Source: an optimization exercise on an open RTL-to-GDS flow (aim: a short achievable clock period and few clock cycles). Production flows keep margins and buffers that such runs may drop. In this exercise RTL edits were held to simulation tests only and were not proved equivalent to the original. No activity file was given, so power comes from the tool's default toggle rates.

==> flow/design.v <==
`timescale 1ns/1ps
module fetch_unit (
	input  logic        clk,
	input  logic        nrst,
	input  logic        take,         
	output logic        ibus_req_valid,
	input  logic        ibus_req_ready,
	output logic [31:0] ibus_addr,
	output logic        ibus_we,
	output logic [31:0] ibus_wdata,
	input  logic        ibus_rsp_valid,
	input  logic [31:0] ibus_rdata,
	output logic        fetch_valid,
	output logic [31:0] fetch_instr
);
	localparam logic        F_IDLE   = 1'b0;
	localparam logic        F_WAIT   = 1'b1;
	localparam logic [31:0] RESET_PC = 32'h0000_0000;
	logic        state;
	logic [31:0] pc;
	logic        buf_valid;
	logic [31:0] buf_instr;  
	assign ibus_req_valid = nrst && (state == F_IDLE) && (!buf_valid || take);  
	assign ibus_addr      = pc;
	assign ibus_we        = 1'b0;  
	assign ibus_wdata     = '0;
	assign fetch_valid = buf_valid;
	assign fetch_instr = buf_instr;
	always_ff @(posedge clk) begin
		if (!nrst) begin
			state     <= F_IDLE;
			pc        <= RESET_PC;
			buf_valid <= 1'b0;
		end else begin
			case (state)
				F_IDLE: if (ibus_req_valid && ibus_req_ready) begin
					state <= F_WAIT;
					pc    <= pc + 32'd4;  
				end
				F_WAIT: if (ibus_rsp_valid) state <= F_IDLE;
				default: state <= F_IDLE;
			endcase
			if (ibus_rsp_valid) buf_valid <= 1'b1;  
			else if (take)      buf_valid <= 1'b0;
		end
	end
	always_ff @(posedge clk) begin
		if (ibus_rsp_valid) buf_instr <= ibus_rdata;
	end
endmodule
`timescale 1ns/1ps
module decoder (
	input  logic [31:0] instr,
	output logic [4:0]  rs1,
	output logic [4:0]  rs2,
	output logic [4:0]  rd,
	output logic [31:0] imm,
	output logic [2:0]  alu_op,
	output logic        use_imm,   
	output logic        rf_we,
	output logic        is_load,
	output logic        is_store
);
	localparam logic [2:0] ALU_ADD    = 3'd0;
	localparam logic [2:0] ALU_SUB    = 3'd1;
	localparam logic [2:0] ALU_AND    = 3'd2;
	localparam logic [2:0] ALU_OR     = 3'd3;
	localparam logic [2:0] ALU_XOR    = 3'd4;
	localparam logic [2:0] ALU_SLT    = 3'd5;
	localparam logic [2:0] ALU_PASS_B = 3'd6;  
	localparam logic [6:0] OP_REG   = 7'b0110011;
	localparam logic [6:0] OP_IMM   = 7'b0010011;
	localparam logic [6:0] OP_LUI   = 7'b0110111;
	localparam logic [6:0] OP_LOAD  = 7'b0000011;
	localparam logic [6:0] OP_STORE = 7'b0100011;
	logic [6:0] opcode;
	logic [2:0] funct3;
	logic [6:0] funct7;
	logic       valid;           
	logic       use_rs1, use_rs2, use_rd;
	logic       ld, st;
	assign opcode = instr[6:0];
	assign funct3 = instr[14:12];
	assign funct7 = instr[31:25];
	always_comb begin
		valid   = 1'b0;
		use_rs1 = 1'b0;
		use_rs2 = 1'b0;
		use_rd  = 1'b0;
		ld      = 1'b0;
		st      = 1'b0;
		use_imm = 1'b0;
		alu_op  = ALU_ADD;
		imm     = '0;
		case (opcode)
			OP_REG: begin
				{valid, use_rs1, use_rs2, use_rd} = 4'b1111;
				case ({funct7, funct3})
					{7'h00, 3'b000}: alu_op = ALU_ADD;
					{7'h20, 3'b000}: alu_op = ALU_SUB;
					{7'h00, 3'b111}: alu_op = ALU_AND;
					{7'h00, 3'b110}: alu_op = ALU_OR;
					{7'h00, 3'b100}: alu_op = ALU_XOR;
					{7'h00, 3'b010}: alu_op = ALU_SLT;
					default:         valid  = 1'b0;
				endcase
			end
			OP_IMM: begin
				{valid, use_rs1, use_rd, use_imm} = 4'b1111;
				imm = {{20{instr[31]}}, instr[31:20]};  
				case (funct3)
					3'b000:  alu_op = ALU_ADD;
					3'b111:  alu_op = ALU_AND;
					3'b110:  alu_op = ALU_OR;
					3'b100:  alu_op = ALU_XOR;
					default: valid  = 1'b0;  
				endcase
			end
			OP_LUI: begin
				{valid, use_rd, use_imm} = 3'b111;
				imm    = {instr[31:12], 12'h000};  
				alu_op = ALU_PASS_B;
			end
			OP_LOAD: begin
				{use_rs1, use_rd, use_imm, ld} = 4'b1111;
				valid = (funct3 == 3'b010);  
				imm   = {{20{instr[31]}}, instr[31:20]};
			end
			OP_STORE: begin
				{use_rs1, use_rs2, use_imm, st} = 4'b1111;
				valid = (funct3 == 3'b010);  
				imm   = {{20{instr[31]}}, instr[31:25], instr[11:7]};  
			end
			default: valid = 1'b0;
		endcase
	end
	assign rs1      = (valid && use_rs1) ? instr[19:15] : '0;
	assign rs2      = (valid && use_rs2) ? instr[24:20] : '0;
	assign rd       = (valid && use_rd)  ? instr[11:7]  : '0;
	assign rf_we    = valid && use_rd && (instr[11:7] != '0);
	assign is_load  = valid && ld;
	assign is_store = valid && st;
endmodule
`timescale 1ns/1ps
module reg_file (
	input  logic        clk,
	input  logic        nrst,
	input  logic [4:0]  rd_addr1,
	input  logic [4:0]  rd_addr2,
	input  logic [4:0]  wr_addr,
	input  logic        wr_en,
	input  logic [31:0] wr_data,
	output logic [31:0] rd_data1,
	output logic [31:0] rd_data2
);
	logic [31:0] regs [0:31];
	always_ff @(posedge clk) begin
		if (!nrst) begin
			for (int i = 0; i < 32; i++) regs[i] <= '0;
		end else if (wr_en && wr_addr != '0) begin
			regs[wr_addr] <= wr_data;  
		end
	end
	assign rd_data1 = (rd_addr1 == '0) ? '0 :
		(wr_en && wr_addr == rd_addr1) ? wr_data : regs[rd_addr1];
	assign rd_data2 = (rd_addr2 == '0) ? '0 :
		(wr_en && wr_addr == rd_addr2) ? wr_data : regs[rd_addr2];
endmodule
`timescale 1ns/1ps
module forward_unit (
	input  logic [4:0] ex_rs1, ex_rs2,
	input  logic [4:0] mem_rd, wb_rd,
	input  logic [4:0] dec_rs1, dec_rs2,
	input  logic [4:0] ex_rd,
	input  logic       mem_we, wb_we,
	input  logic       ex_is_load,
	output logic [1:0] fwd_a, fwd_b,
	output logic       load_stall
);
	localparam logic [1:0] FWD_NONE = 2'd0;  
	localparam logic [1:0] FWD_MEM  = 2'd1;
	localparam logic [1:0] FWD_WB   = 2'd2;
	function automatic logic [1:0] pick(input logic [4:0] rs, input logic [4:0] mrd,
			input logic mwe, input logic [4:0] wrd, input logic wwe);
		if (rs == '0)               pick = FWD_NONE;
		else if (mwe && mrd == rs)  pick = FWD_MEM;
		else if (wwe && wrd == rs)  pick = FWD_WB;
		else                        pick = FWD_NONE;
	endfunction
	assign fwd_a = pick(ex_rs1, mem_rd, mem_we, wb_rd, wb_we);
	assign fwd_b = pick(ex_rs2, mem_rd, mem_we, wb_rd, wb_we);
	assign load_stall = ex_is_load && (ex_rd != '0) &&
		((ex_rd == dec_rs1) || (ex_rd == dec_rs2));  
endmodule
`timescale 1ns/1ps
module alu (
	input  logic [31:0] a,
	input  logic [31:0] b,
	input  logic [2:0]  op,
	output logic [31:0] result
);
	localparam logic [2:0] ALU_ADD    = 3'd0;
	localparam logic [2:0] ALU_SUB    = 3'd1;
	localparam logic [2:0] ALU_AND    = 3'd2;
	localparam logic [2:0] ALU_OR     = 3'd3;
	localparam logic [2:0] ALU_XOR    = 3'd4;
	localparam logic [2:0] ALU_SLT    = 3'd5;
	localparam logic [2:0] ALU_PASS_B = 3'd6;
	always_comb begin
		case (op)
			ALU_ADD:    result = a + b;
			ALU_SUB:    result = a - b;
			ALU_AND:    result = a & b;
			ALU_OR:     result = a | b;
			ALU_XOR:    result = a ^ b;
			ALU_SLT:    result = {31'b0, $signed(a) < $signed(b)};  
			ALU_PASS_B: result = b;   
			default:    result = '0;
		endcase
	end
endmodule
`timescale 1ns/1ps
module mem_arbiter (
	input  logic        clk,
	input  logic        nrst,
	input  logic        ibus_req_valid,
	output logic        ibus_req_ready,
	input  logic [31:0] ibus_addr,
	input  logic        ibus_we,
	input  logic [31:0] ibus_wdata,
	output logic        ibus_rsp_valid,
	output logic [31:0] ibus_rdata,
	input  logic        dbus_req_valid,
	output logic        dbus_req_ready,
	input  logic [31:0] dbus_addr,
	input  logic        dbus_we,
	input  logic [31:0] dbus_wdata,
	output logic        dbus_rsp_valid,
	output logic [31:0] dbus_rdata,
	output logic        mem_valid,
	output logic        mem_we,
	input  logic        mem_ready,
	input  logic        mem_rvalid,
	output logic [31:0] mem_addr,
	output logic [31:0] mem_wdata,
	input  logic [31:0] mem_rdata
);
	localparam logic [1:0] A_IDLE   = 2'd0;
	localparam logic [1:0] A_BUSY_I = 2'd1;
	localparam logic [1:0] A_BUSY_D = 2'd2;
	logic [1:0] state;
	logic       lock_i;   
	logic       gnt_d;
	assign gnt_d     = dbus_req_valid && !lock_i;
	assign mem_valid = (state == A_IDLE) && (dbus_req_valid || ibus_req_valid);
	assign mem_addr  = gnt_d ? dbus_addr  : ibus_addr;
	assign mem_we    = gnt_d ? dbus_we    : ibus_we;
	assign mem_wdata = gnt_d ? dbus_wdata : ibus_wdata;
	assign dbus_req_ready = (state == A_IDLE) && gnt_d && mem_ready;
	assign ibus_req_ready = (state == A_IDLE) && !gnt_d && mem_ready;
	assign dbus_rsp_valid = mem_rvalid && (state == A_BUSY_D);
	assign ibus_rsp_valid = mem_rvalid && (state == A_BUSY_I);
	assign dbus_rdata     = mem_rdata;
	assign ibus_rdata     = mem_rdata;
	always_ff @(posedge clk) begin
		if (!nrst) begin
			state  <= A_IDLE;
			lock_i <= 1'b0;
		end else begin
			lock_i <= mem_valid && !mem_ready && !gnt_d;
			case (state)
				A_IDLE:   if (mem_valid && mem_ready) state <= gnt_d ? A_BUSY_D : A_BUSY_I;
				A_BUSY_I,
				A_BUSY_D: if (mem_rvalid) state <= A_IDLE;
				default:  state <= A_IDLE;
			endcase
		end
	end
endmodule
`timescale 1ns/1ps
module riscv_core (
	input  logic        clk,
	input  logic        nrst,         
	output logic        mem_valid,
	input  logic        mem_ready,
	output logic [31:0] mem_addr,
	output logic        mem_we,
	output logic [31:0] mem_wdata,
	input  logic        mem_rvalid,
	input  logic [31:0] mem_rdata
);
	localparam logic [1:0]  FWD_MEM   = 2'd1;
	localparam logic [1:0]  FWD_WB    = 2'd2;
	localparam logic [31:0] NOP_INSTR = 32'h0000_0013;  
	logic        ibus_req_valid, ibus_req_ready, ibus_we, ibus_rsp_valid;
	logic [31:0] ibus_addr, ibus_wdata, ibus_rdata;
	logic        dbus_req_valid, dbus_req_ready, dbus_we, dbus_rsp_valid;
	logic [31:0] dbus_addr, dbus_wdata, dbus_rdata;
	logic        pipe_en, take, load_stall;
	logic        fetch_valid;
	logic [31:0] fetch_instr, dec_instr;
	logic [4:0]  d_rs1, d_rs2, d_rd;
	logic [31:0] d_imm, rf_rd1, rf_rd2;
	logic [2:0]  d_alu_op, ex_alu_op;
	logic        d_use_imm, d_rf_we, d_is_load, d_is_store;
	logic [4:0]  ex_rs1, ex_rs2, ex_rd, mem_rd, wb_rd;
	logic [31:0] ex_op1, ex_op2, ex_imm;
	logic        ex_use_imm, ex_rf_we, ex_is_load, ex_is_store;
	logic [1:0]  fwd_a, fwd_b;
	logic [31:0] opa, opb, alu_res;
	logic [31:0] mem_alu, mem_sdata, wb_data;
	logic        mem_rf_we, mem_is_load, mem_is_store, wb_rf_we;
	logic        mem_access, d_sent;
	fetch_unit u_fetch (.clk(clk), .nrst(nrst), .take(take),
		.ibus_req_valid(ibus_req_valid), .ibus_req_ready(ibus_req_ready),
		.ibus_addr(ibus_addr), .ibus_we(ibus_we), .ibus_wdata(ibus_wdata),
		.ibus_rsp_valid(ibus_rsp_valid), .ibus_rdata(ibus_rdata),
		.fetch_valid(fetch_valid), .fetch_instr(fetch_instr));
	always_ff @(posedge clk) begin
		if (!nrst)     dec_instr <= NOP_INSTR;
		else if (take) dec_instr <= fetch_valid ? fetch_instr : NOP_INSTR;  
	end
	decoder u_dec (.instr(dec_instr), .rs1(d_rs1), .rs2(d_rs2), .rd(d_rd), .imm(d_imm),
		.alu_op(d_alu_op), .use_imm(d_use_imm), .rf_we(d_rf_we),
		.is_load(d_is_load), .is_store(d_is_store));
	reg_file u_rf (.clk(clk), .nrst(nrst), .rd_addr1(d_rs1), .rd_addr2(d_rs2),
		.wr_addr(wb_rd), .wr_en(wb_rf_we), .wr_data(wb_data),
		.rd_data1(rf_rd1), .rd_data2(rf_rd2));
	always_ff @(posedge clk) begin
		if (!nrst) begin
			{ex_rf_we, ex_is_load, ex_is_store} <= '0;
			{ex_rd, ex_rs1, ex_rs2} <= '0;
		end else if (pipe_en) begin
			if (load_stall) begin  
				{ex_rf_we, ex_is_load, ex_is_store} <= '0;
				{ex_rd, ex_rs1, ex_rs2} <= '0;
			end else begin
				{ex_rf_we, ex_is_load, ex_is_store} <= {d_rf_we, d_is_load, d_is_store};
				{ex_rd, ex_rs1, ex_rs2} <= {d_rd, d_rs1, d_rs2};
			end
		end
	end
	always_ff @(posedge clk) begin
		if (pipe_en) begin
			ex_op1     <= rf_rd1;
			ex_op2     <= rf_rd2;
			ex_imm     <= d_imm;
			ex_alu_op  <= d_alu_op;
			ex_use_imm <= d_use_imm;
		end
	end
	forward_unit u_fwd (.ex_rs1(ex_rs1), .ex_rs2(ex_rs2), .mem_rd(mem_rd), .wb_rd(wb_rd),
		.dec_rs1(d_rs1), .dec_rs2(d_rs2), .ex_rd(ex_rd), .mem_we(mem_rf_we),
		.wb_we(wb_rf_we), .ex_is_load(ex_is_load), .fwd_a(fwd_a), .fwd_b(fwd_b),
		.load_stall(load_stall));
	always_comb begin
		case (fwd_a)
			FWD_MEM: opa = mem_alu;
			FWD_WB:  opa = wb_data;
			default: opa = ex_op1;
		endcase
		case (fwd_b)
			FWD_MEM: opb = mem_alu;
			FWD_WB:  opb = wb_data;
			default: opb = ex_op2;  
		endcase
	end
	alu u_alu (.a(opa), .b(ex_use_imm ? ex_imm : opb), .op(ex_alu_op), .result(alu_res));
	always_ff @(posedge clk) begin
		if (!nrst) begin
			{mem_rf_we, mem_is_load, mem_is_store} <= '0;
			mem_rd <= '0;
		end else if (pipe_en) begin
			{mem_rf_we, mem_is_load, mem_is_store} <= {ex_rf_we, ex_is_load, ex_is_store};
			mem_rd <= ex_rd;
		end
	end
	always_ff @(posedge clk) begin
		if (pipe_en) begin
			mem_alu   <= alu_res;  
			mem_sdata <= opb;
		end
	end
	assign mem_access     = mem_is_load || mem_is_store;
	assign dbus_req_valid = mem_access && !d_sent;
	assign dbus_addr      = mem_alu;
	assign dbus_we        = mem_is_store;
	assign dbus_wdata     = mem_sdata;
	assign pipe_en = !mem_access || dbus_rsp_valid;  
	assign take    = pipe_en && !load_stall;
	always_ff @(posedge clk) begin
		if (!nrst)                                  d_sent <= 1'b0;
		else if (dbus_rsp_valid)                    d_sent <= 1'b0;
		else if (dbus_req_valid && dbus_req_ready) d_sent <= 1'b1;
	end
	always_ff @(posedge clk) begin
		if (!nrst) begin
			wb_rf_we <= 1'b0;
			wb_rd    <= '0;
		end else if (pipe_en) begin
			wb_rf_we <= mem_rf_we;
			wb_rd    <= mem_rd;
		end
	end
	always_ff @(posedge clk) begin
		if (pipe_en) wb_data <= mem_is_load ? dbus_rdata : mem_alu;
	end
	mem_arbiter u_arb (.clk(clk), .nrst(nrst),
		.ibus_req_valid(ibus_req_valid), .ibus_req_ready(ibus_req_ready),
		.ibus_addr(ibus_addr), .ibus_we(ibus_we), .ibus_wdata(ibus_wdata),
		.ibus_rsp_valid(ibus_rsp_valid), .ibus_rdata(ibus_rdata),
		.dbus_req_valid(dbus_req_valid), .dbus_req_ready(dbus_req_ready),
		.dbus_addr(dbus_addr), .dbus_we(dbus_we), .dbus_wdata(dbus_wdata),
		.dbus_rsp_valid(dbus_rsp_valid), .dbus_rdata(dbus_rdata),
		.mem_valid(mem_valid), .mem_we(mem_we), .mem_ready(mem_ready),
		.mem_rvalid(mem_rvalid), .mem_addr(mem_addr), .mem_wdata(mem_wdata),
		.mem_rdata(mem_rdata));
endmodule
==> flow/run.sh <==
#!/bin/bash
# synth_recipe.tcl (not shown) runs the flow's synth.tcl, then flattens the netlist and writes it again
# the make line also repeats each setting of config.mk as NAME=value (left out here)
make -C /OpenROAD-flow-scripts/flow DESIGN_CONFIG=/design/flow/config.mk WORK_HOME=/design/flow/orfs CLKGATE_MAP_FILE= SYNTH_SCRIPT=/design/flow/synth_recipe.tcl finish
==> flow/config.mk <==
export PLATFORM = sky130hd
export DESIGN_NAME = riscv_core
export DESIGN_NICKNAME = riscv_core
export VERILOG_FILES = /design/flow/design.v
export SDC_FILE = /design/flow/constraint.sdc
export NUM_CORES = 4
export LEC_CHECK = 0
export CAP_MARGIN = 20
export CORE_MARGIN = 2
export CORE_UTILIZATION = 40
export SLEW_MARGIN = 20
==> flow/constraint.sdc <==
create_clock -name core_clock -period 7.5 [get_ports {clk}]
set_input_delay 1.5000 -clock core_clock [delete_from_list [all_inputs] [get_ports {clk}]]
set_output_delay 1.5000 -clock core_clock [all_outputs]
set_load 0.01 [all_outputs]
==> results.txt <==
[synth_stat cells (26+ instances only)]
cell type | count | area (um2)
and2_1 | 1074 | 6720
edfxtp_1 | 1252 | 37600
ha_1 | 108 | 1350
a31oi_1 | 149 | 932
nor3_1 | 61 | 305
inv_1 | 146 | 548
clkbuf_1 | 585 | 2200
a21oi_1 | 342 | 1710
buf_2 | 54 | 270
xnor2_1 | 43 | 377
a21o_1 | 36 | 270
a22oi_1 | 99 | 743
o21ai_0 | 241 | 1210
and3_1 | 50 | 313
a211oi_1 | 181 | 1360
nand4_1 | 38 | 238
a221oi_1 | 72 | 631
nand3_1 | 308 | 1540
buf_1 | 61 | 229
mux2i_1 | 408 | 4080
o221ai_1 | 146 | 1280
a32o_1 | 26 | 260
nor2b_1 | 46 | 288
mux2_2 | 96 | 1080
xor2_1 | 36 | 315
nand2_1 | 919 | 3450
mux4_2 | 52 | 1170
dfxtp_1 | 100 | 2000
nor2_1 | 358 | 1340
a311oi_1 | 64 | 561
[per-layer routing]
layer / vias up / wire [um] / GRT usage (%)
met3: 1024 / 43900 / 9.62
met1: 31700 / 124000 / 42.6
met5: - / 38 / 0
li1: 27000 / - / -
met4: 6 / 26300 / 22.3
met2: 4920 / 145000 / 49.8
[worst max path at each step]
stage                             endpoint  cells after the start
floorplan           ex_alu_op[0]$_DFFE_PP_                      3
global placement     mem_alu[26]$_DFFE_PP_                     21
detailed placement    mem_alu[0]$_DFFE_PP_                     20
CTS                   mem_alu[0]$_DFFE_PP_                     21
global route         mem_alu[30]$_DFFE_PP_                     21
finish                mem_alu[0]$_DFFE_PP_                     21
[critical path, stage by stage, from the launching register on]
cell and delay [ns]:
dfxtp_1 0.44, xor2_1 0.17, nor4_1 0.07, and3_1 0.17, or4_1 0.59, ha_2 0.78, nor2_1 0.12, a21oi_1 0.23
nor2_1 0.06, a21oi_1 0.53, fa_1 0.32, nand2b_1 0.11, a221oi_1 0.39, o211ai_1 0.30, o311ai_0 0.35, o21ba_2 0.23
o21ai_0 0.44, o21ai_0 0.28, a21oi_1 0.25, o21ai_0 0.12, a22oi_1 0.16, o21ai_0 0.09
[area by class of cell]
type                       count  area, um2  area share, %
clock inverter                89        922           1.07
sequential                  1352      39600           45.8
timing repair buffer         344       3040           3.52
antenna                       13       32.5         0.0376
tap                         2526       3160           3.66
inverter                     149        572          0.662
clock buffer                 194       4140           4.79
multi-input combinational   5306      34900           40.4
[layout by cell type (no fill, tap or decap), types with 45 or more instances in the layout]
| master | netlist | final |
|---|---|---|
| clkdlybuf4s50_1 | 0 | 100 |
| nor3_1 | 61 | 59 |
| a22oi_1 | 99 | 99 |
| clkbuf_16 | 0 | 158 |
| buf_4 | 5 | 228 |
| mux2i_1 | 408 | 408 |
| ha_1 | 108 | 106 |
| nor2b_1 | 46 | 45 |
| a21oi_1 | 342 | 340 |
| mux2_2 | 96 | 96 |
| a221oi_1 | 72 | 72 |
| a31oi_1 | 149 | 145 |
| dfxtp_1 | 100 | 92 |
| a311oi_1 | 64 | 64 |
| and2_1 | 1074 | 1073 |
| mux4_2 | 52 | 52 |
| a211oi_1 | 181 | 181 |
| nand3_1 | 308 | 308 |
| nand2_1 | 919 | 914 |
| o221ai_1 | 146 | 146 |
| nor2_1 | 358 | 315 |
| o21ai_0 | 241 | 209 |
| inv_1 | 146 | 143 |
| edfxtp_1 | 1252 | 1252 |
| and3_1 | 50 | 49 |
[flip-flops by register name (all words and copies together) (netlist names), 2 cells and up]
name	cells
u_rf.regs	1024
dec_instr	32
ex_imm	32
ex_op1	32
ex_op2	32
mem_alu	32
mem_sdata	32
u_fetch.buf_instr	32
wb_data	32
u_fetch.pc	30
ex_rd	5
ex_rs1	5
ex_rs2	5
mem_rd	5
wb_rd	5
ex_alu_op	3
u_arb.state	2
[power by group]
group / leakage (nW) / total [mW] / internal, mW / switching, mW
clock: 2.45 / 7.75 / 4.36 / 3.39
sequential: 14.0 / 8.70 / 8.48 / 0.221
combinational: 13.9 / 1.53 / 0.421 / 1.11
[logic make-up after synthesis]
logic type                 share of synthesized area (%)
AOI/OAI and AO/OA                                   14.1
xor gates and xnor gates                           0.898
adders and majority gates                           1.81
buffers and inverters                               4.27
DFF                                                 51.4
muxes                                               8.23
other                                            0.00487
and+or+nand+nor                                     19.3
[stage by stage]
step | power, mW | hold WS (ns) | instances | cell area [um2] | setup WS [ns]
6_report | 18.0 | 0.467 | 9973 | 86400 | 0.961
5_1_grt | 18.3 | 0.511 | 9961 | 86400 | 0.537
4_1_cts | 17.9 | 0.470 | 9959 | 86300 | 1.04
3_5_place_dp | 10.3 | 0.460 | 9676 | 81300 | 1.09
3_3_place_gp | 10.3 | 0.451 | 9676 | 81300 | 1.13
2_1_floorplan | 9.57 | 0.436 | 7512 | 77100 | 0.170
==> results by group <==
Synthesis
  – Synth Instances: 7,481
  – Warning count from the yosys run: 7
  – Count of flip-flops with a built-in enable after synthesis: 1,252
  – Average cell area after synthesis: 10.3 um2
  – Async set-reset flop share out of synthesis: 0%
  – Register bit total from synthesis: 1,352
  – Netlist cell types: 92
  – Proportion of synthesized chip area in sequential cells: 51.4%
  – Cell area after synthesis: 77,000 um2
  – Predominant post-synthesis flop cell: edfxtp_1

Worst hold path
  – Endpoint of the worst hold-timing path: ex_rf_we$_SDFFE_PN0P_
  – Depth of the worst hold-timing path: 2
  – Type of the tightest min-delay check: register to register
  – Origin of the worst min-delay path: ex_rf_we$_SDFFE_PN0P_

Timing
  – Maximum clock skew at final layout: 0.0373 ns
  – Hold violation count in the final report: 0
  – Transition time at the pin with the least slew margin: 1.31 ns
  – Setup repair after global routing missed its margin: false
  – Setup-failing EPs final: 0
  – Rel. slew slack: 12.3%
  – Minimum period implied by the final worst setup slack: 6.54 ns
  – Highest attainable clock frequency: 153 MHz
  – Count of final max-slew check failures: 0
  – TNS Setup: 0 ns
  – Final period utilization: 87.2%

Global route
  – First-pass GRT wire length: 470,000 um
  – Total routing usage reported by global routing: 33.6%
  – Number of antenna violations at the first check in global routing: 26
  – Total congestion overflow after global routing: 0
  – Number of global-route vias before repair: 60,400
  – Maximum number of pins on one net before global-route repair: 137

CTS
  – Root buffer selected by CTS: clkbuf_16
  – CTS clock-pin slew for the worst setup and hold paths: 0.06 ns
  – Num CTS Buffers: 157
  – Source-to-sink clock delay at the later pin of the worst-skew pair: 0.86 ns
  – Hold_buf cts: 0
  – Post-CTS setup buffer count: 0
  – Count of cells resized by post-cts repair: 0
  – Number of buffers between clock root and the deepest sink: 3
  – H-tree depth: 4
  – Clock sinks: 1,352
  – TritonCTS clock tree: yes

Worst setup path
  – RR Startpoint: mem_rd[1]$_SDFFE_PN0P_
  – Top fanout value on the critical path: 37
  – Crit Path Category: register to register
  – Required time of the critical path: 8.03 ns
  – Startpoint type of the worst setup path: register
  – Worst R2R End: mem_alu[0]$_DFFE_PP_
  – Start point of the critical path: mem_rd[1]$_SDFFE_PN0P_
  – Capturing element type of the critical path: register
  – Critical Path AT: 7.07 ns
  – FF-to-FF path depth: 21
  – Flop-to-flop setup slack: 0.96 ns

Finish
  – Final cell utilization of the core: 45.0%
  – Area Growth Syn to Fin: 12.2%
  – Post-layout nets: 7,456
  – Layout cell share with drive strength beyond 1: 10.0%
  – Fill cell instance count of the final layout: 17,800

Die
  – Number of top-level design ports: 102
  – Initial core utilization: 40.1%
  – Total number of placement rows: 161
  – Standard cell core area: 192,000 um2
  – Width of the chip: 443 um
  – Die Footprint: 196,000 um2
  – Y dimension of the die: 443 um

Route
  – Starting DRC count in detailed routing: 10,500
  – Antenna Violating Nets Remaining: 0
  – Average wire per standard cell: 34.0 um
  – Overall routed net length: 340,000 um
  – Average vias per placed instance: 6.48
  – DR pass1 iterations: 10
  – DRC Markers: 0
  – Overall via count from detail_route: 64,700

Place
  – Dpl hpwl: 213,000 um
  – Port Buf Inserts: 101
  – Routability congestion estimate from global placement: 0.982

Status
  – Result of the run: no timing/DRC/antenna violations

Flow run
  – Max-Cap Viols: 0

Power and ir drop
  – Pwr dens: 208 nW/um2
  – Leakage: 30.4 nW
  – Worst vdd ir: 0.246 mV
Testbench counts, summed over its fixed seeds: cycles 27,492.

[static timing again, ports no longer ideal]
Ports are ideal in the flow. The routed layout listed here was re-timed in OpenROAD. Step 1 assumes that a clkbuf_16 drives the clock port and a buf_2 every other input. Step 2, shift: input delay + t, output delay - t, t = (earliest + latest rising clock arrival at the registers) / 2. This alone moves slack from input paths to output paths. a / b / c = ideal ports / drivers / drivers and shift; a / b = the first two.
shift t [ns]: 0.932
setup WS [ns]: 0.961 / 0.961 / 0.961
latest minus earliest clock arrival (ns): 0.043 / 0.043
After both steps this run still meets setup and hold. The setup slack of this run moves by 0.000 ns with the drivers and by 0.000 ns with both steps.
